From an optimization exercise on the open Yosys and OpenROAD flow, aimed at small area, a short achievable clock period and few clock cycles per item; shortcuts taken in it are not production practice. Only simulation tests tie the RTL to the original design; equivalence was not proved.

==> flow/design.v, too long to show whole: its modules and the start of the top module <==
// module ibs_divider: 48 lines
// module ibs_sq: 1005 lines
// module incremental_bounding_sphere: 281 lines
module incremental_bounding_sphere (
	input  logic        clk,
	input  logic        arst_n,
	input  logic        in_valid,
	output logic        in_stall,
	input  logic signed [31:0] point_x,
	input  logic signed [31:0] point_y,
	input  logic signed [31:0] point_z,
	input  logic        start_new,
	output logic        out_valid,
	input  logic        out_stall,
	output logic signed [31:0] center_x,
	output logic signed [31:0] center_y,
	output logic signed [31:0] center_z,
	output logic [31:0] sphere_radius,
	output logic        grew,
	output logic        saturated
);
  // ...
==> flow/flow/run.sh <==
#!/bin/bash
# The standard layout (standard.sh: ORFS with the standard synthesis, each
# ORFS step logging to orfs/logs/), with two changes to how it is made:
#  - repair_timing is asked for more setup slack than the 16 ns clock needs, so
#    the resizer keeps working on the critical paths;
#  - the port buffers (every input and output still gets one) are buf_2 cells
#    rather than the delay buffers buffer_ports picks by default.
set -euo pipefail
bash standard.sh SETUP_SLACK_MARGIN=11.3 \
	'BUFFER_PORTS_ARGS=-buffer_cell sky130_fd_sc_hd__buf_2' \
	finish > orfs_make.log 2>&1
==> flow/standard.sh <==
#!/bin/bash
# synth_recipe.tcl (not shown) runs the flow's synth.tcl, then flattens the netlist and writes it again
# the make line also repeats each setting of config.mk as NAME=value (left out here)
make -C /OpenROAD-flow-scripts/flow DESIGN_CONFIG=/design/flow/config.mk WORK_HOME=/design/flow/orfs CLKGATE_MAP_FILE= SYNTH_SCRIPT=/design/flow/synth_recipe.tcl "${@:-finish}"
==> flow/config.mk <==
export PLATFORM = sky130hd
export DESIGN_NAME = incremental_bounding_sphere
export DESIGN_NICKNAME = incremental_bounding_sphere
export VERILOG_FILES = /design/flow/design.v
export SDC_FILE = /design/flow/constraint.sdc
export NUM_CORES = 4
export LEC_CHECK = 0
export ABC_CLOCK_PERIOD_IN_PS = 4000
export CAP_MARGIN = 20
export CORE_MARGIN = 2
export CORE_UTILIZATION = 50
export SLEW_MARGIN = 20
==> flow/constraint.sdc <==
create_clock -name core_clock -period 16.0 [get_ports {clk}]
set_input_delay 3.2000 -clock core_clock [delete_from_list [all_inputs] [get_ports {clk}]]
set_output_delay 3.2000 -clock core_clock [all_outputs]
set_load 0.01 [all_outputs]
==> results.py, run 1 <==
metrics = {
    "run_status": {
        "status": "finished clean",
    },
    "worst_hold_path": {
        "hp-class": "flop to flop",
        "hold_start": "grew$_DFF_P_",
    },
    "synth": {
        "synth-simple-area-share_pct": 14.5,
        "synth_area_leaders": "fa_1, edfxtp_1, ha_1, dfxtp_1, inv_1",
        "muxShareOfSynthArea_pct": 2.25,
        "synth_cell_type_count": 113,
        "ys.flop_type": "edfxtp_1",
        "post_synth.cell_area_avg_um2": 8.89,
        "synthAdderAreaFrac_pct": 26.6,
        "synth-edff-count": 510,
        "synth_area_um2": 97000,
        "synth_cells": 10903,
    },
    "worst_setup_path": {
        "criticalPathCategory": "flop to flop",
        "critPathCaptureType": "flop",
        "crit_top_cell": "fa_1",
        "crit_chain": "buf_12 -> fa_1 -> ha_2 -> xor2_2 -> fa_1 -> fa_1 -> fa_1 -> ha_1 -> a31o_2 -> a21o_1 -> a211oi_2 -> o21a_1 -> o21ai_2 -> a21oi_4 -> o21ai_4 -> a221oi_4 -> a2bb2oi_4 -> buf_12 -> a211oi_2 -> a21oi_1",
    },
    "timing": {
        "slew_headroom_pct": 11.3,
        "rsz0062_at_grt": "yes",
        "worst_hold_slack_ps": 462,
        "fmax_mhz": 185,
        "finalClockSkew_ps": 70.8,
    },
    "die": {
        "core_area_um2": 193000,
        "die_w_um": 444,
        "nWellTaps": 2526,
        "dieArea_um2": 197000,
    },
    "route": {
        "firstDrtPassIters": 8,
        "wl_met2_mm": 186,
        "initialDrtViolationCount": 10802,
    },
    "cts": {
        "cts_buffers": 117,
        "cts_setup_buffers": 343,
        "root_buffer": "clkbuf_16",
    },
    "layout": {
        "top_register": "g_div.u_div.rem_q",
        "final_common_cell": "inv_1",
        "drive_above_1_share_pct": 18.1,
        "largest_cell_class": "multi-input gates",
        "seqCellArea_um2": 24000,
    },
    "global_route": {
        "grt_pass1_vias": 86534,
        "busiest_layer": "met2",
        "grt_max_degree": 131,
    },
    "flow_run": {
        "maxCapViolations": 0,
    },
}
Testbench counts, summed over its fixed seeds: cycles 49,528, points 5,466.
==> run 2, diff against run 1 <==
--- a/flow/config.mk
+++ b/flow/config.mk
@@ -5,7 +5,7 @@
 export SDC_FILE = /design/flow/constraint.sdc
 export NUM_CORES = 4
 export LEC_CHECK = 0
-export ABC_CLOCK_PERIOD_IN_PS = 4000
+export ABC_AREA = 1
 export CAP_MARGIN = 20
 export CORE_MARGIN = 2
 export CORE_UTILIZATION = 50
==> run 2 against run 1 <==
  * Critical path type unchanged
  * First-iteration DRC count rose by 19%
  * Die area fell by 0.64%
  * Clock skew fell by 3.8 ps
  * Highest routed layer unchanged
  * Wire length rose by 5.2%
  * Design area rose by 4.7%
  * Sequential share of layout area fell by 0.92 points
  * Maximum frequency rose by 3.9%
  * Still clean
==> results.py, run 2 <==
metrics = {
    "worst_setup_path": {
        "worstSetupStartpointType": "flop",
        "cp_max_fo": 7,
        "criticalPathCategory": "flop to flop",
        "required_ps": 16730,
        "crit_chain": "buf_12 -> fa_1 -> ha_2 -> xor2_2 -> fa_1 -> fa_2 -> fa_1 -> ha_1 -> nand4_1 -> nand2_2 -> a41oi_4 -> o221a_4 -> nor2_2 -> nor2_1 -> o21ai_1 -> nand2_1 -> nand2_1 -> nand2_1 -> nand3_2 -> nand2_4 -> inv_6 -> nand3_4 -> buf_4 -> o22ai_2",
        "critPathCaptureType": "flop",
        "cp_data_arrival_time_ps": 5930,
        "slowest_delay_ps": 600,
        "cpMaxStageDelayCell": "fa_2",
    },
    "synth": {
        "synth_top_area_share_pct": 16.1,
        "synth_most_common_cell": "nand2_1",
        "synth_cell_type_count": 81,
        "synth-edff-count": 510,
        "synth_cells": 12496,
        "synthArstFlopShare_pct": 1.39,
        "post_synth.cell_area_avg_um2": 7.71,
        "ys_top_cells_by_count": "nand2_1, inv_1, nor2_1",
        "synth_area_um2": 96300,
        "synth_top_area_cell": "fa_1",
        "yosysSeqAreaShare_pct": 24.9,
        "syn-num-nets": 14194,
        "synth_area_leaders": "fa_1, edfxtp_1, ha_1, nand2_1, dfxtp_1",
        "ys_seq_elements": 938,
        "ys.flop_type": "edfxtp_1",
        "ys_warn_count": 21,
    },
    "global_route": {
        "grt-ovfl-total": 0,
        "grt_pass1_wl_mm": 648,
        "track_usage_pct": 45.4,
        "grt_pass1_vias": 93932,
        "antenna_found_initial": 40,
        "grt_max_degree": 99,
    },
    "timing": {
        "worst_hold_slack_ps": 466,
        "setup_tns_ps": 0,
        "hold_viol": 0,
        "rsz0062_at_grt": "yes",
        "fin_crit_sh_pct": 32.5,
        "worst_slew_pin_slew_ps": 1280,
        "finalClockSkew_ps": 67.0,
        "slew_viol_final": 0,
        "fmax_mhz": 192,
        "slew_headroom_pct": 14.3,
        "setup_viol": 0,
        "timing.final.crit_period_ps": 5200,
    },
    "cts": {
        "cts_buffers": 117,
        "h-tree-depth": 3,
        "tritoncts": "yes",
        "clockBufferDepth": 3,
        "cts.sinks": 938,
        "clk_pin_slew_ps": 70,
        "worstSkewPairLatency_ps": 830,
        "root_buffer": "clkbuf_16",
    },
    "placed_design": {
        "place_hpwl_mm": 337,
        "io_buffers": 232,
        "place.gp.congestion": 1.09,
    },
    "layout": {
        "reg_top3": "g_div.u_div.rem_q x99, mag_q x97",
        "final_common_cell": "nand2_1",
        "largest_reg_flops": 99,
        "area_growth_pct": 27.8,
        "final_cell_mix": "nand2_1, inv_1, nor2_1",
        "drive_above_1_share_pct": 21.5,
        "top_register": "g_div.u_div.rem_q",
        "nets": 15192,
    },
    "route": {
        "ant_nets": 0,
        "initialDrtViolationCount": 12853,
        "drc": 0,
        "drt_wl_total_mm": 468,
        "firstDrtPassIters": 6,
        "wire_per_inst_um": 29.0,
        "viasPerCell": 6.14,
        "vias": 99178,
    },
    "run_status": {
        "status": "finished clean",
    },
    "worst_hold_path": {
        "hp-class": "flop to flop",
    },
    "die": {
        "die_h_um": 443,
        "core_area_um2": 192000,
        "dieArea_um2": 196000,
        "die_w_um": 443,
        "fp-row-count": 161,
        "io-pin-count": 233,
        "start_util_pct": 50.2,
    },
    "flow_run": {
        "maxCapViolations": 0,
    },
}
run 2: cell types whose count changed after synthesis, moves of 134 or more:
| cell | before | now |
|---|---|---|
| a21o_1 | 281 | 40 |
| a21oi_1 | 572 | 940 |
| inv_1 | 1363 | 2019 |
| nand2_1 | 949 | 2539 |
| nand2b_1 | 139 | 0 |
| nand3_1 | 233 | 548 |
| nor2b_1 | 192 | 0 |
| o21ai_0 | 552 | 769 |
| xnor2_1 | 341 | 207 |
| xor2_1 | 483 | 307 |
run 2: path summary, 6_finish.rpt:
kind                                       start                endpoint  slack, ps  cells after the start
hold / removal                      grew$_DFF_P_            grew$_DFF_P_        470                      2
max in group asynchronous                 arst_n  state_q[8]$_DFFE_PN0P_      13180                      1
setup reg to reg           xn_q[1]$_SDFFCE_PN0P_  state_q[5]$_DFFE_PN0P_      10800                     24
hold reg to reg                     grew$_DFF_P_            grew$_DFF_P_        470                      2
min in group asynchronous                 arst_n          pv_q$_DFF_PN0_       2380                      1
setup / recovery           xn_q[1]$_SDFFCE_PN0P_  state_q[5]$_DFFE_PN0P_      10800                     24
run 2: per-layer routing:
layer  share of wire (%)  GRT usage [%]  vias up
li1                    -              -    43054
met1                  37           57.7    47881
met2                  40           64.3     6597
met3                  14           16.3     1618
met4                 8.6           31.1       28
met5               0.074          0.611        -
run 2: cell type report:
class                           instances  area (um^2)
Clock inverter                         67          790
Inverter                             2049         8130
Antenna cell                           20         50.0
Tap cell                             2526         3160
Timing Repair inverter                 22          244
Fill cell                           16655        68900
Sequential cell                       938        24000
Timing Repair Buffer                 1263        13200
Clock buffer                          157         3300
Multi-Input combinational cell       9103        70300
run 2: logic make-up after synthesis:
| logic type | after synthesis | synth area share (%) |
|---|---|---|
| xor gates and xnor gates | 516 | 4.71 |
| and+or+nand+nor | 4479 | 18.8 |
| AOI/OAI and AO/OA | 2510 | 15.2 |
| DFF | 938 | 24.9 |
| buffers and inverters | 2456 | 9.63 |
| adders and majority gates | 1597 | 26.8 |
run 2: stage by stage:
stage	utilization (%)	setup WS [ps]	area (um^2)	std cells
2_1_floorplan	-	11150	96900	12496
3_3_place_gp	52.4	9440	101000	14992
3_5_place_dp	52.4	9360	101000	14992
4_1_cts	60.4	10830	116000	15803
5_1_grt	64.1	10610	123000	16130
6_report	64.1	10800	123000	16145
run 2: worst max-delay path, delay by kind of cell, from the launching register on:
| family | cells | cell delay, ps |
|---|---|---|
| compound gates | 4 | 650 |
| xor+xnor | 1 | 170 |
| fa+ha+maj | 6 | 2430 |
| buf+inv | 3 | 480 |
| flops | 1 | 430 |
| simple gates | 10 | 900 |
run 2: what timing repair did:
item                                   in CTS  in global routing
endpoints found under the hold margin       0                  0
pin swaps                                 259                510
buffers inserted                          522                310
cloned                                     65                 11
setup endpoints to repair                 537                457
gates resized for setup                  1232               1082
hold buffers                                0                  0
==> run 3, diff against run 2 <==
--- a/flow/flow/run.sh
+++ b/flow/flow/run.sh
@@ -6,6 +6,6 @@
 #  - the port buffers (every input and output still gets one) are buf_2 cells
 #    rather than the delay buffers buffer_ports picks by default.
 set -euo pipefail
-bash standard.sh SETUP_SLACK_MARGIN=11.3 \
+bash standard.sh SETUP_SLACK_MARGIN=11.0 \
 	'BUFFER_PORTS_ARGS=-buffer_cell sky130_fd_sc_hd__buf_2' \
 	finish > orfs_make.log 2>&1
==> run 3 against run 2 <==
  * Cell count fell by 1.7%
  * Via count fell by 0.35%
  * Sequential share of layout area rose by 1.1 points
  * Largest cell class unchanged
  * Maximum frequency down 6.6%
==> results.py, run 3 <==
metrics = {
    "run_status": {
        "status": "finished clean",
    },
    "global_route": {
        "antenna_found_initial": 46,
        "grt_max_degree": 104,
        "grt-ovfl-total": 0,
        "grt_pass1_vias": 92382,
        "track_usage_pct": 45.9,
        "grt_pass1_wl_mm": 651,
    },
    "cts": {
        "clk_pin_slew_ps": 70,
        "ctsHoldBuffers": 0,
        "cts.sinks": 938,
        "cts_buffers": 115,
        "clockBufferDepth": 3,
        "root_buffer": "clkbuf_16",
        "worstSkewPairLatency_ps": 880,
        "tritoncts": "yes",
        "h-tree-depth": 3,
    },
    "synth": {
        "yosysSeqAreaShare_pct": 24.9,
        "synth_most_common_cell": "nand2_1",
        "ys.flop_type": "edfxtp_1",
        "synth-edff-count": 510,
        "synth_top_area_share_pct": 16.1,
        "synthArstFlopShare_pct": 1.39,
        "post_synth.cell_area_avg_um2": 7.71,
        "syn-num-nets": 14194,
        "synth_area_leaders": "fa_1, edfxtp_1, ha_1, nand2_1, dfxtp_1",
        "synth_top_area_cell": "fa_1",
        "synth_cell_type_count": 81,
        "ys_seq_elements": 938,
        "synth_cells": 12496,
        "ys_warn_count": 21,
        "synth_area_um2": 96300,
        "ys_top_cells_by_count": "nand2_1, inv_1, nor2_1",
    },
    "die": {
        "dieArea_um2": 196000,
        "fp-row-count": 161,
        "core_area_um2": 192000,
        "die_w_um": 443,
        "die_h_um": 443,
        "start_util_pct": 50.2,
        "io-pin-count": 233,
    },
    "route": {
        "viasPerCell": 6.23,
        "wl_met1_mm": 174,
        "initialDrtViolationCount": 13610,
        "vias": 98835,
        "drc": 0,
        "wire_per_inst_um": 29.7,
        "firstDrtPassIters": 11,
        "top_layer_used": "met5",
        "drt_wl_total_mm": 471,
        "wl_met2_mm": 187,
        "ant_nets": 0,
        "route.met3.wl_mm": 68.3,
    },
    "flow_run": {
        "maxCapViolations": 0,
    },
    "placed_design": {
        "place_hpwl_mm": 350,
        "dp_worst_setup_slack_ps": 8920,
        "place_inst": 15001,
        "place.gp.congestion": 1.13,
        "io_buffers": 232,
    },
    "worst_setup_path": {
        "criticalPathCategory": "flop to flop",
        "worstSetupStartpointType": "flop",
        "cp_data_arrival_time_ps": 6290,
        "crit_chain": "inv_1 -> nand2_1 -> nand2_1 -> inv_1 -> nand2_1 -> nand3_1 -> fa_1 -> fa_1 -> fa_1 -> ha_1 -> nand4_1 -> o221a_2 -> nor2_1 -> nor2_1 -> o21ai_1 -> nand2_1 -> nand2_2 -> nand2_2 -> nand3_4 -> nand2_4 -> inv_6 -> nand2_4 -> o311ai_4",
        "crit_top_cell": "nand2_1",
        "path_buf_inv": 3,
        "cpMaxStageDelayCell": "edfxtp_1",
        "cp_max_fo": 6,
        "required_ps": 16720,
        "critPathCaptureType": "flop",
        "critical_path.top_delay_family": "adder cells",
        "slowest_delay_ps": 790,
    },
    "layout": {
        "final_cell_mix": "nand2_1, inv_1, nor2_1",
        "nets": 14904,
        "final_common_cell": "nand2_1",
        "fin_cells": 15869,
        "final_util_pct": 60.7,
        "drive_above_1_share_pct": 16.0,
        "area_growth_pct": 20.9,
        "largest_reg_flops": 99,
        "top_register": "g_div.u_div.rem_q",
        "reg_top3": "g_div.u_div.rem_q x99, mag_q x97",
    },
    "timing": {
        "fin_crit_sh_pct": 34.8,
        "rsz0062_at_grt": "yes",
        "setup_viol": 0,
        "finalClockSkew_ps": 130,
        "worst_slew_pin_slew_ps": 1260,
        "fin_ws_ps": 10430,
        "timing.final.crit_period_ps": 5570,
        "setup_tns_ps": 0,
        "slew_viol_final": 0,
        "fmax_mhz": 180,
        "hold_viol": 0,
        "slew_headroom_pct": 15.6,
    },
    "worst_hold_path": {
        "hp-class": "flop to flop",
    },
}
==> run 3: cell counts after synthesis <==
No cell type changed its count.
==> run 3: logic make-up after synthesis <==
kind of cell | Yosys count | share of synthesized area [%]
flops | 938 | 24.9
compound gates | 2510 | 15.2
xor+xnor | 516 | 4.71
buf+inv | 2456 | 9.63
simple gates | 4479 | 18.8
fa+ha+maj | 1597 | 26.8
==> run 3: worst min-delay path, stage by stage, from the launching register on <==
cell and delay [ps]:
dfstp_2 380, o21ai_2 50, inv_1 40
==> run 3: per-layer routing <==
layer / GRT usage [%] / up-vias
met5: 1.47 / -
met4: 31.2 / 26
met3: 17.0 / 1796
met2: 63.8 / 7160
met1: 58.8 / 47387
li1: - / 42466
==> run 3: layout make-up <==
cell class	count	area [um^2]
tap	2526	3160
clock buffer	141	3190
antenna	36	90.1
timing repair inverter	15	123
clock inverter	77	777
timing repair buffer	984	9770
inverter	2049	8030
multi-input combinational	9103	67300
sequential	938	24000
fill	17086	75500
==> run 3: what timing repair did <==
action,in CTS,in global routing
resized for setup,614,775
gates cloned,46,17
buffers inserted,327,221
pin swaps,135,294
endpoints found under the setup margin,520,334
==> run 3: worst paths after layout <==
kind	startpoint	to	slack, ps	cells after the start
setup / recovery	mag_q[2][13]$_DFFE_PP_	state_q[0]$_DFF_PN1_	10430	23
setup reg to reg	mag_q[2][13]$_DFFE_PP_	state_q[0]$_DFF_PN1_	10430	23
hold / removal	empty_q$_DFFE_PN1P_	empty_q$_DFFE_PN1P_	460	2
hold reg to reg	empty_q$_DFFE_PN1P_	empty_q$_DFFE_PN1P_	460	2
max in group asynchronous	arst_n	state_q[1]$_DFFE_PN0P_	13190	1
min in group asynchronous	arst_n	pv_q$_DFF_PN0_	2300	1
==> run 3: through the flow <==
| step | instance area, um^2 | hold slack [ps] |
|---|---|---|
| after global placement | 100000 | 460 |
| final | 116000 | 461 |
| after detailed placement | 100000 | 459 |
| after CTS | 111000 | 472 |
| after global routing | 116000 | 473 |
| after floorplan | 96400 | 406 |
==> module incremental_bounding_sphere, before the edit <==
module incremental_bounding_sphere (
	input  logic        clk,
	input  logic        arst_n,
	input  logic        in_valid,
	output logic        in_stall,
	input  logic signed [31:0] point_x,
	input  logic signed [31:0] point_y,
	input  logic signed [31:0] point_z,
	input  logic        start_new,
	output logic        out_valid,
	input  logic        out_stall,
	output logic signed [31:0] center_x,
	output logic signed [31:0] center_y,
	output logic signed [31:0] center_z,
	output logic [31:0] sphere_radius,
	output logic        grew,
	output logic        saturated
);
	ibs_pkg::ibs_state_t state_q;
	logic               pv_q;
	logic               pf_q;
	logic [COORD_W-1:0] p_q [3];
	logic [COORD_W-1:0] ctr_q [3];
	logic [RAD_W-1:0]   rad_q;
	logic               empty_q;
	logic               sat_q;
	logic [MAG_W:0]     mag_q [3];
	logic [2:0]         neg_q;
	logic [2:0]         big_q;
	logic [2:0]         xn_q;
	logic               lim2_q;
	logic [2*MAG_W-1:0] sqs_q, sqc_q;
	logic [SQ_W-1:0]    acc_q;
	logic [DIST_W+1:0]  rem_q;
	logic [DIST_W-1:0]  root_q;
	logic [3:0]         pr_q;
	logic               first_q;
	logic               eq_q;
	logic               lt_q;
	logic [5:0]         cnt_q;
	logic [RAD_W-1:0]   h_q;
	function automatic logic [5:0] bitlen(input logic [31:0] v);
		bitlen = '0;
		for (int i = 0; i < 32; i++)
			if (v[i]) bitlen = 6'(i + 1);
	endfunction
	logic take;
	assign in_stall = pv_q;
	assign take = pv_q && state_q[SI_IDLE] && !((pf_q || empty_q) && out_valid);
	logic [ADD_W-1:0] add_a [3];
	logic [ADD_W-1:0] add_b [3];
	logic             add_c [3];
	logic [ADD_W-1:0] add_y [3];
	logic [ADD_W:0]   add_w [3];
	logic [MAG_W-1:0] quot [3];
	logic m_idle, m_chk, m_half, m_upd;
	assign m_idle = state_q[SI_IDLE];
	assign m_chk  = state_q[SI_CHK];
	assign m_half = state_q[SI_HALF];
	assign m_upd  = state_q[SI_UPD];
	always_comb begin
		for (int i = 0; i < 3; i++) begin
			add_a[i] = ({ADD_W{m_idle}} & {{(ADD_W-COORD_W){p_q[i][COORD_W-1]}}, p_q[i]})
				| ({ADD_W{m_half}} & ADD_W'(root_q))
				| ({ADD_W{m_upd}} & {{(ADD_W-COORD_W){ctr_q[i][COORD_W-1]}}, ctr_q[i]});
			add_b[i] = ({ADD_W{m_idle}} & ~{{(ADD_W-COORD_W){ctr_q[i][COORD_W-1]}}, ctr_q[i]})
				| ({ADD_W{m_chk}} & ({{(ADD_W-MAG_W-1){mag_q[i][MAG_W]}}, mag_q[i]} ^ {ADD_W{neg_q[i]}}))
				| ({ADD_W{m_half}} & (ADD_W'(rad_q) ^ {ADD_W{i == 0}}))
				| ({ADD_W{m_upd}} & (ADD_W'(quot[i]) ^ {ADD_W{neg_q[i]}}));
			add_c[i] = m_idle || (m_chk && neg_q[i]) || (m_half && i == 0) || (m_upd && neg_q[i]);
			add_w[i] = {add_a[i], 1'b1} + {add_b[i], add_c[i]};
			add_y[i] = add_w[i][ADD_W:1];
		end
	end
	logic [MAG_W-1:0] bx [3];
	logic [MAG_W-1:0] bbig;
	logic [1:0]       bcst;
	logic [MAG_W+3:0] bsum;
	logic [MAG_W+2:0] blim;
	logic             in_bound;
	logic [2:0]       big;
	always_comb begin
		for (int i = 0; i < 3; i++)
			bx[i] = mag_q[i][MAG_W-1:0] ^ {MAG_W{xn_q[i]}};
		bbig = (big_q[0] ? bx[0] : '0) | (big_q[1] ? bx[1] : '0) | (big_q[2] ? bx[2] : '0);
		bcst = 2'(xn_q[0]) + 2'(xn_q[1]) + 2'(xn_q[2]) + 2'(lim2_q);
		blim = lim2_q ? (MAG_W+3)'({rad_q, 1'b0}) : (MAG_W+3)'(rad_q);
		bsum = (MAG_W+4)'(bx[0]) + (MAG_W+4)'(bx[1]) + (MAG_W+4)'(bx[2]) + (MAG_W+4)'(bbig)
			+ (MAG_W+4)'(bcst) + {1'b1, ~blim};
		in_bound = bsum[MAG_W+3];
		big[0] = (bx[0] >= bx[1]) && (bx[0] >= bx[2]);
		big[1] = !big[0] && (bx[1] >= bx[2]);
		big[2] = !big[0] && !big[1];
	end
	logic [MAG_W-1:0]   sq_in;
	logic [2*MAG_W-1:0] sq_s, sq_c;
	logic [MAG_W-1:0] sq_x0;
	assign sq_x0 = mag_q[0][MAG_W-1:0] ^ {MAG_W{neg_q[0]}};
	assign sq_in = ({MAG_W{state_q[SI_CHK]}} & sq_x0)
		| ({MAG_W{state_q[SI_SQ0]}} & mag_q[1][MAG_W-1:0])
		| ({MAG_W{state_q[SI_SQ1]}} & mag_q[2][MAG_W-1:0]);
	ibs_sq u_sq (.x(sq_in), .s(sq_s), .c(sq_c));
	logic [SQ_W-1:0] acc_sum;
	assign acc_sum = acc_q + SQ_W'(sqs_q) + SQ_W'(sqc_q);
	localparam int unsigned TW = DIST_W + 7;
	logic [SQ_W+1:0]   accx;
	logic [RAD_W+1:0]  radx;
	logic [4:0]        nib;
	logic [3:0]        pm, pn;
	logic [TW-1:0]     rt_t, rt_1, rt_2, rt_3;
	logic [1:0]        rt_dig;
	logic [DIST_W+1:0] rt_rem;
	logic [1:0]        rdig;
	always_comb begin
		accx = {2'b00, acc_q};
		radx = {2'b00, rad_q};
		nib  = cnt_q[5:1];
		pm   = accx[4*nib +: 4];
		pn   = accx[4*(nib - 5'd1) +: 4];
		rdig = radx[2*nib +: 2];
		rt_t = TW'({rem_q, pr_q});
		rt_1 = rt_t - TW'({root_q, 3'b001});
		rt_2 = rt_t - TW'({root_q, 4'b0100});
		rt_3 = rt_t - TW'({root_q, 4'b0000}) - TW'({root_q, 3'b000}) - TW'(9);
		if (first_q) begin
			rt_dig = (pm >= 4'd9) ? 2'd3 : (pm >= 4'd4) ? 2'd2 : (pm != 4'd0) ? 2'd1 : 2'd0;
			rt_rem = (DIST_W+2)'(pm - 4'(rt_dig) * 4'(rt_dig));
		end else if (!rt_3[TW-1]) begin
			rt_dig = 2'd3;
			rt_rem = rt_3[DIST_W+1:0];
		end else if (!rt_2[TW-1]) begin
			rt_dig = 2'd2;
			rt_rem = rt_2[DIST_W+1:0];
		end else if (!rt_1[TW-1]) begin
			rt_dig = 2'd1;
			rt_rem = rt_1[DIST_W+1:0];
		end else begin
			rt_dig = 2'd0;
			rt_rem = rt_t[DIST_W+1:0];
		end
	end
	logic rt_lt, rt_eq;
	assign rt_lt = eq_q && (rt_dig < rdig);
	assign rt_eq = eq_q && (rt_dig == rdig);
	logic md_clear, md_step, md_nbit;
	assign md_nbit = state_q[SI_HALF] || (state_q[SI_MDIV] && h_q[cnt_q[4:0] - 5'd1]);
	logic [RAD_W-1:0] h_new;
	assign h_new = add_y[0][RAD_W:1];
	assign md_clear = state_q[SI_HALF];
	assign md_step  = state_q[SI_MDIV];
	for (genvar i = 0; i < 3; i++) begin : g_div
		ibs_divider u_div (
			.clk   (clk),
			.clear (md_clear),
			.step  (md_step),
			.nbit  (md_nbit),
			.mag   (mag_q[i][MAG_W-1:0]),
			.den   (root_q),
			.quot  (quot[i])
		);
	end
	logic keep_done;
	assign keep_done = ((state_q[SI_CHK] || state_q[SI_SQ0]) && in_bound)
		|| (state_q[SI_ROOT] && lt_q)
		|| (state_q[SI_HALF] && (lt_q || eq_q))
		|| state_q[SI_OWAIT];
	always_ff @(posedge clk or negedge arst_n) begin
		if (!arst_n) begin
			state_q   <= ST_IDLE;
			pv_q      <= 1'b0;
			empty_q   <= 1'b1;
			out_valid <= 1'b0;
		end else begin
			if (!pv_q) pv_q <= in_valid;
			else if (take) pv_q <= 1'b0;
			if (out_valid && !out_stall) out_valid <= 1'b0;
			if (keep_done) begin
				if (!out_valid) begin
					out_valid <= 1'b1;
					state_q   <= ST_IDLE;
				end else state_q <= ST_OWAIT;
			end else begin
				case (1'b1)
					state_q[SI_IDLE]: if (take) begin
						if (pf_q || empty_q) begin
							empty_q   <= 1'b0;
							out_valid <= 1'b1;
						end else state_q <= ST_CHK;
					end
					state_q[SI_CHK]:   state_q <= ST_SQ0;
					state_q[SI_SQ0]:   state_q <= ST_SQ1;
					state_q[SI_SQ1]:   state_q <= ST_SQ2;
					state_q[SI_SQ2]:   state_q <= ST_ROOT;
					state_q[SI_ROOT]:  if (cnt_q == 6'd1) state_q <= ST_HALF;
					state_q[SI_HALF]:  state_q <= (h_new == '0) ? ST_UPD : ST_MDIV;
					state_q[SI_MDIV]:  if (cnt_q == 6'd0) state_q <= ST_UPD;
					state_q[SI_UPD]: if (!out_valid) begin
						out_valid <= 1'b1;
						state_q   <= ST_IDLE;
					end
					default: state_q <= ST_IDLE;
				endcase
			end
		end
	end
	always_ff @(posedge clk) begin
		if (!pv_q) begin
			p_q[0] <= point_x;
			p_q[1] <= point_y;
			p_q[2] <= point_z;
			pf_q   <= start_new;
		end
		lim2_q <= state_q[SI_CHK];
		sqs_q <= sq_s;
		sqc_q <= sq_c;
		if (keep_done && !out_valid) grew <= 1'b0;
		case (1'b1)
			state_q[SI_IDLE]: if (take) begin
				if (pf_q || empty_q) begin
					for (int i = 0; i < 3; i++) ctr_q[i] <= p_q[i];
					rad_q <= '0;
					sat_q <= 1'b0;
					grew  <= 1'b1;
				end else begin
					for (int i = 0; i < 3; i++) begin
						mag_q[i] <= add_y[i][MAG_W:0];
						neg_q[i] <= add_y[i][MAG_W];
						xn_q[i]  <= add_y[i][MAG_W];
					end
					big_q <= '0;
				end
			end
			state_q[SI_CHK]: begin
				acc_q <= neg_q[0] ? SQ_W'({sq_x0, 1'b1}) : '0;
				for (int i = 0; i < 3; i++) mag_q[i] <= {1'b0, add_y[i][MAG_W-1:0]};
				big_q <= big;
				xn_q  <= '0;
			end
			state_q[SI_SQ0]: begin
				cnt_q <= bitlen(bbig) | 6'd1;
				acc_q <= acc_sum;
			end
			state_q[SI_SQ1]: acc_q <= acc_sum;
			state_q[SI_SQ2]: begin
				acc_q   <= acc_sum;
				rem_q   <= '0;
				root_q  <= '0;
				eq_q    <= 1'b1;
				lt_q    <= 1'b0;
				first_q <= 1'b1;
			end
			state_q[SI_ROOT]: begin
				cnt_q   <= cnt_q - 6'd2;
				pr_q    <= pn;
				first_q <= 1'b0;
				rem_q   <= rt_rem;
				root_q  <= {root_q[DIST_W-3:0], rt_dig};
				eq_q    <= rt_eq;
				lt_q    <= rt_lt;
			end
			state_q[SI_HALF]: begin
				h_q   <= h_new;
				cnt_q <= bitlen(h_new) - 6'd1;
				acc_q <= SQ_W'(add_y[1][RAD_W+1] ? '1 : add_y[1][RAD_W:1]);
			end
			state_q[SI_MDIV]:  cnt_q <= cnt_q - 6'd1;
			state_q[SI_UPD]: if (!out_valid) begin
				grew <= 1'b1;
				for (int i = 0; i < 3; i++) ctr_q[i] <= add_y[i][COORD_W-1:0];
				rad_q <= acc_q[RAD_W-1:0];
				sat_q <= &acc_q[RAD_W-1:0];
			end
			default: ;
		endcase
	end
	assign center_x = ctr_q[0];
	assign center_y = ctr_q[1];
	assign center_z = ctr_q[2];
	assign sphere_radius = rad_q;
	assign saturated = sat_q;
endmodule
==> run 4, diff against run 3 <==
--- a/flow/design.v
+++ b/flow/design.v
@@ -1124,6 +1124,7 @@
 	logic               lt_q;
 	logic [5:0]         cnt_q;
 	logic [RAD_W-1:0]   h_q;
+	logic               md_first_q;
 	function automatic logic [5:0] bitlen(input logic [31:0] v);
 		bitlen = '0;
 		for (int i = 0; i < 32; i++)
@@ -1149,7 +1150,7 @@
 				| ({ADD_W{m_half}} & ADD_W'(root_q))
 				| ({ADD_W{m_upd}} & {{(ADD_W-COORD_W){ctr_q[i][COORD_W-1]}}, ctr_q[i]});
 			add_b[i] = ({ADD_W{m_idle}} & ~{{(ADD_W-COORD_W){ctr_q[i][COORD_W-1]}}, ctr_q[i]})
-				| ({ADD_W{m_chk}} & ({{(ADD_W-MAG_W-1){mag_q[i][MAG_W]}}, mag_q[i]} ^ {ADD_W{neg_q[i]}}))
+				| ({ADD_W{m_chk}} & ADD_W'(mag_q[i][MAG_W-1:0]))
 				| ({ADD_W{m_half}} & (ADD_W'(rad_q) ^ {ADD_W{i == 0}}))
 				| ({ADD_W{m_upd}} & (ADD_W'(quot[i]) ^ {ADD_W{neg_q[i]}}));
 			add_c[i] = m_idle || (m_chk && neg_q[i]) || (m_half && i == 0) || (m_upd && neg_q[i]);
@@ -1166,7 +1167,7 @@
 	logic [2:0]       big;
 	always_comb begin
 		for (int i = 0; i < 3; i++)
-			bx[i] = mag_q[i][MAG_W-1:0] ^ {MAG_W{xn_q[i]}};
+			bx[i] = mag_q[i][MAG_W-1:0];
 		bbig = (big_q[0] ? bx[0] : '0) | (big_q[1] ? bx[1] : '0) | (big_q[2] ? bx[2] : '0);
 		bcst = 2'(xn_q[0]) + 2'(xn_q[1]) + 2'(xn_q[2]) + 2'(lim2_q);
 		blim = lim2_q ? (MAG_W+3)'({rad_q, 1'b0}) : (MAG_W+3)'(rad_q);
@@ -1180,7 +1181,7 @@
 	logic [MAG_W-1:0]   sq_in;
 	logic [2*MAG_W-1:0] sq_s, sq_c;
 	logic [MAG_W-1:0] sq_x0;
-	assign sq_x0 = mag_q[0][MAG_W-1:0] ^ {MAG_W{neg_q[0]}};
+	assign sq_x0 = mag_q[0][MAG_W-1:0];
 	assign sq_in = ({MAG_W{state_q[SI_CHK]}} & sq_x0)
 		| ({MAG_W{state_q[SI_SQ0]}} & mag_q[1][MAG_W-1:0])
 		| ({MAG_W{state_q[SI_SQ1]}} & mag_q[2][MAG_W-1:0]);
@@ -1227,12 +1228,13 @@
 	logic rt_lt, rt_eq;
 	assign rt_lt = eq_q && (rt_dig < rdig);
 	assign rt_eq = eq_q && (rt_dig == rdig);
-	logic md_clear, md_step, md_nbit;
-	assign md_nbit = state_q[SI_HALF] || (state_q[SI_MDIV] && h_q[cnt_q[4:0] - 5'd1]);
-	logic [RAD_W-1:0] h_new;
-	assign h_new = add_y[0][RAD_W:1];
+	logic md_clear, md_step, md_nbit, md_zero;
+	logic [5:0] md_k;
+	assign md_k    = md_first_q ? bitlen(h_q) - 6'd1 : cnt_q;
+	assign md_zero = md_first_q && (h_q == '0);
+	assign md_nbit = state_q[SI_HALF] || (state_q[SI_MDIV] && h_q[md_k[4:0] - 5'd1]);
 	assign md_clear = state_q[SI_HALF];
-	assign md_step  = state_q[SI_MDIV];
+	assign md_step  = state_q[SI_MDIV] && !md_zero;
 	for (genvar i = 0; i < 3; i++) begin : g_div
 		ibs_divider u_div (
 			.clk   (clk),
@@ -1277,8 +1279,8 @@
 					state_q[SI_SQ1]:   state_q <= ST_SQ2;
 					state_q[SI_SQ2]:   state_q <= ST_ROOT;
 					state_q[SI_ROOT]:  if (cnt_q == 6'd1) state_q <= ST_HALF;
-					state_q[SI_HALF]:  state_q <= (h_new == '0) ? ST_UPD : ST_MDIV;
-					state_q[SI_MDIV]:  if (cnt_q == 6'd0) state_q <= ST_UPD;
+					state_q[SI_HALF]:  state_q <= ST_MDIV;
+					state_q[SI_MDIV]:  if (md_zero || md_k == 6'd0) state_q <= ST_UPD;
 					state_q[SI_UPD]: if (!out_valid) begin
 						out_valid <= 1'b1;
 						state_q   <= ST_IDLE;
@@ -1308,7 +1310,7 @@
 					grew  <= 1'b1;
 				end else begin
 					for (int i = 0; i < 3; i++) begin
-						mag_q[i] <= add_y[i][MAG_W:0];
+						mag_q[i] <= {1'b0, add_y[i][MAG_W-1:0] ^ {MAG_W{add_y[i][MAG_W]}}};
 						neg_q[i] <= add_y[i][MAG_W];
 						xn_q[i]  <= add_y[i][MAG_W];
 					end
@@ -1344,11 +1346,14 @@
 				lt_q    <= rt_lt;
 			end
 			state_q[SI_HALF]: begin
-				h_q   <= h_new;
-				cnt_q <= bitlen(h_new) - 6'd1;
+				h_q        <= add_y[0][RAD_W:1];
+				md_first_q <= 1'b1;
 				acc_q <= SQ_W'(add_y[1][RAD_W+1] ? '1 : add_y[1][RAD_W:1]);
 			end
-			state_q[SI_MDIV]:  cnt_q <= cnt_q - 6'd1;
+			state_q[SI_MDIV]: begin
+				cnt_q      <= md_k - 6'd1;
+				md_first_q <= 1'b0;
+			end
 			state_q[SI_UPD]: if (!out_valid) begin
 				grew <= 1'b1;
 				for (int i = 0; i < 3; i++) ctr_q[i] <= add_y[i][COORD_W-1:0];
--- a/flow/flow/run.sh
+++ b/flow/flow/run.sh
@@ -6,6 +6,6 @@
 #  - the port buffers (every input and output still gets one) are buf_2 cells
 #    rather than the delay buffers buffer_ports picks by default.
 set -euo pipefail
-bash standard.sh SETUP_SLACK_MARGIN=11.0 \
+bash standard.sh SETUP_SLACK_MARGIN=11.3 \
 	'BUFFER_PORTS_ARGS=-buffer_cell sky130_fd_sc_hd__buf_2' \
 	finish > orfs_make.log 2>&1
==> run 4 against run 3 <==
  * Die area is 0.64% higher
  * Now fails the layout checks on capacitance limit, slew limit
  * Cell count is 1.6% higher
  * Critical path depth is 5 higher
  * Critical endpoint is now state_q[3]$_DFFE_PN0P_
==> results.py, run 4 <==
metrics = {
    "global_route": {
        "grt_max_degree": 88,
        "antenna_found_initial": 60,
        "grt_pass1_vias": 92880,
        "grt-ovfl-total": 0,
        "track_usage_pct": 44.3,
        "grt_pass1_wl_mm": 637,
    },
    "worst_hold_path": {
        "hp-class": "flop to flop",
    },
    "route": {
        "vias": 96684,
        "ant_nets": 0,
        "drt_wl_total_mm": 457,
        "viasPerCell": 6.00,
        "drc": 0,
        "wire_per_inst_um": 28.4,
        "initialDrtViolationCount": 11843,
        "firstDrtPassIters": 9,
    },
    "synth": {
        "syn-num-nets": 14175,
        "synth-edff-count": 511,
        "ys_top_cells_by_count": "nand2_1, inv_1, a21oi_1",
        "synthArstFlopShare_pct": 1.38,
        "synth_cells": 12511,
        "ys.flop_type": "edfxtp_1",
        "ys_seq_elements": 939,
        "yosysSeqAreaShare_pct": 24.7,
        "synth_most_common_cell": "nand2_1",
        "post_synth.cell_area_avg_um2": 7.75,
        "synth_area_um2": 97000,
        "ys_warn_count": 21,
        "synth_cell_type_count": 81,
        "synth_top_area_share_pct": 16.0,
        "synth_top_area_cell": "fa_1",
        "synth_area_leaders": "fa_1, edfxtp_1, nand2_1, ha_1, inv_1",
    },
    "placed_design": {
        "io_buffers": 232,
        "dpl_cell_area_um2": 101000,
        "place.gp.congestion": 1.03,
        "place_hpwl_mm": 311,
    },
    "worst_setup_path": {
        "slowest_delay_ps": 520,
        "critPathCaptureType": "flop",
        "crit_top_cell": "fa_1",
        "cpMaxStageDelayCell": "fa_1",
        "cp_max_fo": 5,
        "worstSetupStartpointType": "flop",
        "cp_data_arrival_time_ps": 6320,
        "criticalPathCategory": "flop to flop",
        "required_ps": 16720,
    },
    "cts": {
        "h-tree-depth": 3,
        "clockBufferDepth": 3,
        "root_buffer": "clkbuf_16",
        "cts_buffers": 116,
        "cts.sinks": 939,
        "clk_pin_slew_ps": 70,
        "worstSkewPairLatency_ps": 840,
        "tritoncts": "yes",
        "ctsHoldBuffers": 0,
    },
    "layout": {
        "area_growth_pct": 25.5,
        "nets": 15130,
        "final_util_pct": 63.2,
        "drive_above_1_share_pct": 18.9,
        "final_cell_mix": "nand2_1, inv_1, a21oi_1",
        "largest_reg_flops": 99,
        "final_cell_area_um2": 122000,
        "final_common_cell": "nand2_1",
        "top_register": "g_div.u_div.rem_q",
    },
    "die": {
        "io-pin-count": 233,
        "die_h_um": 444,
        "fp-row-count": 161,
        "core_area_um2": 193000,
        "start_util_pct": 50.3,
        "die_w_um": 444,
        "dieArea_um2": 197000,
    },
    "flow_run": {
        "maxCapViolations": 1,
    },
    "timing": {
        "setup_viol": 0,
        "slew_headroom_pct": -0.640,
        "slew_viol_final": 1,
        "finalClockSkew_ps": 44.9,
        "hold_viol": 0,
        "fin_crit_sh_pct": 35.0,
        "setup_tns_ps": 0,
        "fmax_mhz": 178,
        "rsz0062_at_grt": "yes",
        "timing.final.crit_period_ps": 5600,
        "worst_slew_pin_slew_ps": 1500,
    },
    "run_status": {
        "so_faults": "capacitance limit, slew limit",
        "status": "failed layout checks",
    },
}
[run 4: final timing paths]
kind	depth (start not counted)	from	end	slack, ps
worst max-delay path	28	lim2_q$_DFF_P_	state_q[3]$_DFFE_PN0P_	10400
worst min-delay path	2	g_div[1].u_div.rem_q[0]$_SDFFE_PP0P_	g_div[1].u_div.rem_q[0]$_SDFFE_PP0P_	490
worst max register to register	28	lim2_q$_DFF_P_	state_q[3]$_DFFE_PN0P_	10400
worst min register to register	2	g_div[1].u_div.rem_q[0]$_SDFFE_PP0P_	g_div[1].u_div.rem_q[0]$_SDFFE_PP0P_	490
max in group asynchronous	1	arst_n	state_q[1]$_DFFE_PN0P_	13280
min in group asynchronous	1	arst_n	pv_q$_DFF_PN0_	2330
[run 4: area by class of cell]
type                            instances  area [um^2]
Fill cell                           16537        70900
Timing Repair Buffer                 1249        13200
Tap cell                             2526         3160
Multi-Input combinational cell       8715        67800
Antenna cell                           27         67.6
Inverter                             2427         9310
Timing Repair inverter                 18          251
Clock inverter                         59          623
Sequential cell                       939        24000
Clock buffer                          161         3320
[run 4: critical path: cells and delay by family, from the launching register on]
kind / cells / cell delay [ps]
compound gates: 10 / 1450
buf+inv: 5 / 600
simple gates: 6 / 550
xor+xnor: 1 / 140
fa+ha+maj: 6 / 2380
flops: 1 / 350
[run 4: kinds of logic after synthesis]
| family | synth area share, % |
|---|---|
| adders and majority gates | 26.2 |
| xor gates and xnor gates | 6.29 |
| and+or+nand+nor | 16.4 |
| buffers and inverters | 11.4 |
| AOI/OAI and AO/OA | 14.9 |
| muxes | 0.0310 |
| DFF | 24.7 |
[run 4: metal layers]
metal,routed length (um),part of all wire (%),global-route usage [%],vias up
li1,-,-,-,42319
met3,55900,12,11.5,1506
met5,263,0.057,0,-
met4,41000,9.0,31.6,40
met1,171000,37,57.3,46898
met2,189000,41,64.2,5921
[run 4: what timing repair did]
| action | in CTS | in global routing |
|---|---|---|
| cloned | 90 | 26 |
| pin swaps | 267 | 352 |
| gates resized for setup | 1115 | 838 |
| setup buffers | 559 | 245 |
| setup endpoints to repair | 949 | 608 |
[run 4: per-stage QoR]
step / setup slack, ps / std cells / hold WS (ps)
3_3_place_gp: 9530 / 14954 / 458
4_1_cts: 10390 / 15823 / 471
2_1_floorplan: 11050 / 12511 / 423
5_1_grt: 10130 / 16100 / 516
3_5_place_dp: 9480 / 14954 / 462
6_report: 10400 / 16121 / 490
Testbench counts of run 4, summed over its fixed seeds: cycles 49,530, points 5,466.

-- port drivers added, routing unchanged --
No port has a modelled driver above. Below, the same layouts with a new extraction and two added sets of constraints. Step 1, drivers: a clkbuf_16 drives clk and a buf_2 each remaining input, both assumed. Step 2, shift: input delay + t, output delay - t, t = (earliest + latest rising clock arrival at the registers) / 2. This alone moves slack from input paths to output paths. Slacks: ideal / step 1 / step 2; pairs: ideal / step 1.
| run | shift t [ns] | setup WS [ns] | hold slack, ns | slew at the worst register clock pin (ns) |
|---|---|---|---|---|
| run 1 | 0.911 | 10.595 / 10.595 / 10.595 | 0.462 / 0.462 / 0.462 | 0.08 / 0.08 |
| run 2 | 0.895 | 10.799 / 10.799 / 10.799 | 0.466 / 0.466 / 0.466 | 0.08 / 0.08 |
| run 3 | 0.920 | 10.432 / 10.432 / 10.432 | 0.461 / 0.461 / 0.461 | 0.08 / 0.08 |
| run 4 | 0.912 | 10.397 / 10.397 / 10.397 | 0.490 / 0.490 / 0.490 | 0.07 / 0.07 |
